This is an optimization exercise on Yosys and OpenROAD, whose aim is small area, a short achievable clock period and few clock cycles per item, not a production implementation.
Function was checked by simulation only, so behaviour that the tests miss may differ from the original.

== alpha ==
// lstm_delta
module lstm_delta
(
    input  logic                     clk,
    input  logic                     xrst,
    input  logic                     in_valid,
    output logic                     in_ready,
    input  logic                     in_last,
    input  logic signed [15:0] i,
    input  logic signed [15:0] f,
    input  logic signed [15:0] o,
    input  logic signed [15:0] a,
    input  logic signed [15:0] tanh_c,
    input  logic signed [15:0] c_prev,
    input  logic signed [15:0] dh,
    input  logic signed [15:0] dc_next,
    output logic                     out_valid,
    input  logic                     out_ready,
    output logic                     out_last,
    output logic signed [15:0] di,
    output logic signed [15:0] df,
    output logic signed [15:0] do_,
    output logic signed [15:0] da,
    output logic signed [15:0] dc_prev
);
export LEC_CHECK = 0
export ABC_AREA = 1
export ABC_CLOCK_PERIOD_IN_PS = 3500
export CAP_MARGIN = 20
export CORE_MARGIN = 2
export CORE_UTILIZATION = 65
export SLEW_MARGIN = 20
export SYNTH_HIERARCHICAL = 1
create_clock -name core_clock -period 12.0 [get_ports {clk}]
standard.sh (not shown) runs the stock make flow with config.mk's settings and CLKGATE_MAP_FILE= SYNTH_SCRIPT=/design/flow/synth_recipe.tcl, a recipe that flattens the netlist after the stock synthesis.
==> flow/flow/run.sh <==
#!/bin/bash
# Standard ORFS layout (the standard.sh, standard synthesis unchanged) with two
# changes to how the layout is optimised:
#  - port buffers use buf_4 instead of the default delay-buffer choice;
#  - timing repair aims for extra setup margin, so the resizer works on the
#    register-to-register paths although the 12 ns constraint is met anyway.
# The SDC (clock period, I/O delays, load) is the standard flow's, unchanged.
set -euo pipefail
bash standard.sh \
  "BUFFER_PORTS_ARGS=-buffer_cell sky130_fd_sc_hd__buf_4" \
  SETUP_SLACK_MARGIN=8.3 \
  finish > standard_flow.log 2>&1
Testbench counts of alpha, summed over its fixed seeds: cycles 8,056, items 8,000.
Edits applied to the flow inputs when going from alpha to beta:
# alpha
export LEC_CHECK = 0
export ABC_AREA = 1
export ABC_CLOCK_PERIOD_IN_PS = 3500
export CAP_MARGIN = 20
export CORE_MARGIN = 2
export CORE_UTILIZATION = 65
export SLEW_MARGIN = 20
export SYNTH_HIERARCHICAL = 1
create_clock -name core_clock -period 12.0 [get_ports {clk}]
# beta
export LEC_CHECK = 0
export ABC_AREA = 1
export ABC_CLOCK_PERIOD_IN_PS = 3500
export CAP_MARGIN = 20
export CORE_MARGIN = 2
export CORE_UTILIZATION = 65
export CTS_CLUSTER_DIAMETER = 100
export CTS_CLUSTER_SIZE = 22
export GPL_TIMING_DRIVEN = 1
export SLEW_MARGIN = 20
export SYNTH_HIERARCHICAL = 1
create_clock -name core_clock -period 12.0 [get_ports {clk}]
diff --git a/flow/flow/run.sh b/flow/flow/run.sh
--- a/flow/flow/run.sh
+++ b/flow/flow/run.sh
@@ -9,4 +9,4 @@
 bash standard.sh \
   "BUFFER_PORTS_ARGS=-buffer_cell sky130_fd_sc_hd__buf_4" \
-  SETUP_SLACK_MARGIN=8.3 \
+  SETUP_SLACK_MARGIN=8.05 \
   finish > standard_flow.log 2>&1
Notes after the runs:
beta against alpha: clock buffer count in the final layout lower, wire length reported by the detailed router lower.
Timing endpoint of the critical path: s5_df_a[6]$_DFFE_PN_ -> beta, di[11] -> alpha
beta against alpha: maximum fanout encountered on the critical timing path saw an increase; filler cell count in the final layout saw an increase; cell area after layout went down by 0.0078 mm^2; depth of the critical timing path with buffers and inverters included rose by 7.
Re latest clock arrival within the worst-skew pair: beta and alpha aren't equal, and the higher value belongs to alpha.
Input changes introduced in gamma (baseline for comparison: beta):
# beta
export LEC_CHECK = 0
export ABC_AREA = 1
export ABC_CLOCK_PERIOD_IN_PS = 3500
export CAP_MARGIN = 20
export CORE_MARGIN = 2
export CORE_UTILIZATION = 65
export CTS_CLUSTER_DIAMETER = 100
export CTS_CLUSTER_SIZE = 22
export GPL_TIMING_DRIVEN = 1
export SLEW_MARGIN = 20
export SYNTH_HIERARCHICAL = 1
create_clock -name core_clock -period 12.0 [get_ports {clk}]
# gamma
export LEC_CHECK = 0
export ABC_AREA = 1
export ABC_CLOCK_PERIOD_IN_PS = 3500
export CAP_MARGIN = 20
export CORE_MARGIN = 2
export CORE_UTILIZATION = 65
export CTS_CLUSTER_DIAMETER = 100
export CTS_CLUSTER_SIZE = 22
export SLEW_MARGIN = 20
export SYNTH_HIERARCHICAL = 1
export TNS_END_PERCENT = 0
create_clock -name core_clock -period 12.0 [get_ports {clk}]
diff --git a/flow/flow/run.sh b/flow/flow/run.sh
--- a/flow/flow/run.sh
+++ b/flow/flow/run.sh
@@ -9,4 +9,4 @@
 bash standard.sh \
   "BUFFER_PORTS_ARGS=-buffer_cell sky130_fd_sc_hd__buf_4" \
-  SETUP_SLACK_MARGIN=8.05 \
+  SETUP_SLACK_MARGIN=8.3 \
   finish > standard_flow.log 2>&1
Results
- Final critical-path required period is lower on gamma
- Between gamma and beta, the cell area does not differ in any meaningful way.
- Summary of gamma over beta: post-CTS setup repair buffer count went down; share of layout cells above drive strength 1 ~0 delta; arrival time of the worst setup path roughly the same.
- Looking at count of cells along the worst register-to-register path, gamma sits 1 below beta.
- Compared with beta, in gamma clock skew comparable; count of port buffers added during placement essentially unchanged.

separate check: timing with driven ports:
No port has a modelled driver above. Below, the same layouts with a new extraction and two added sets of constraints.
Step 1 sets driving cells, clkbuf_16 on the clock port and buf_2 on the other inputs (assumed; they add their load-dependent delay and slew).
Step 2 adds t to the input delays and takes it off the output delays; t is the mean of the earliest and latest rising clock arrival at the registers after step 1. Input paths then give back, and output paths get back, about the clock's delay inside the block.
a / b / c = no drivers / after step 1 / after step 2; a / b = the first two.
run | t (ns) | setup WS [ns] | worst register clock-pin slew, ns | worst slew at a driven data input, ns | pins driven straight from the clock port
alpha | 0.901 | 8.108 / 8.019 / 7.754 | 0.07 / 0.07 | 0.11 | 1
beta | 0.859 | 8.073 / 8.046 / 7.768 | 0.10 / 0.10 | 0.11 | 1
gamma | 0.858 | 8.081 / 8.059 / 7.756 | 0.10 / 0.10 | 0.11 | 1
After both steps every run listed still meets setup and hold. The setup slack of alpha, which loses most, moves by -0.089 ns with the drivers and by -0.354 ns with both steps.
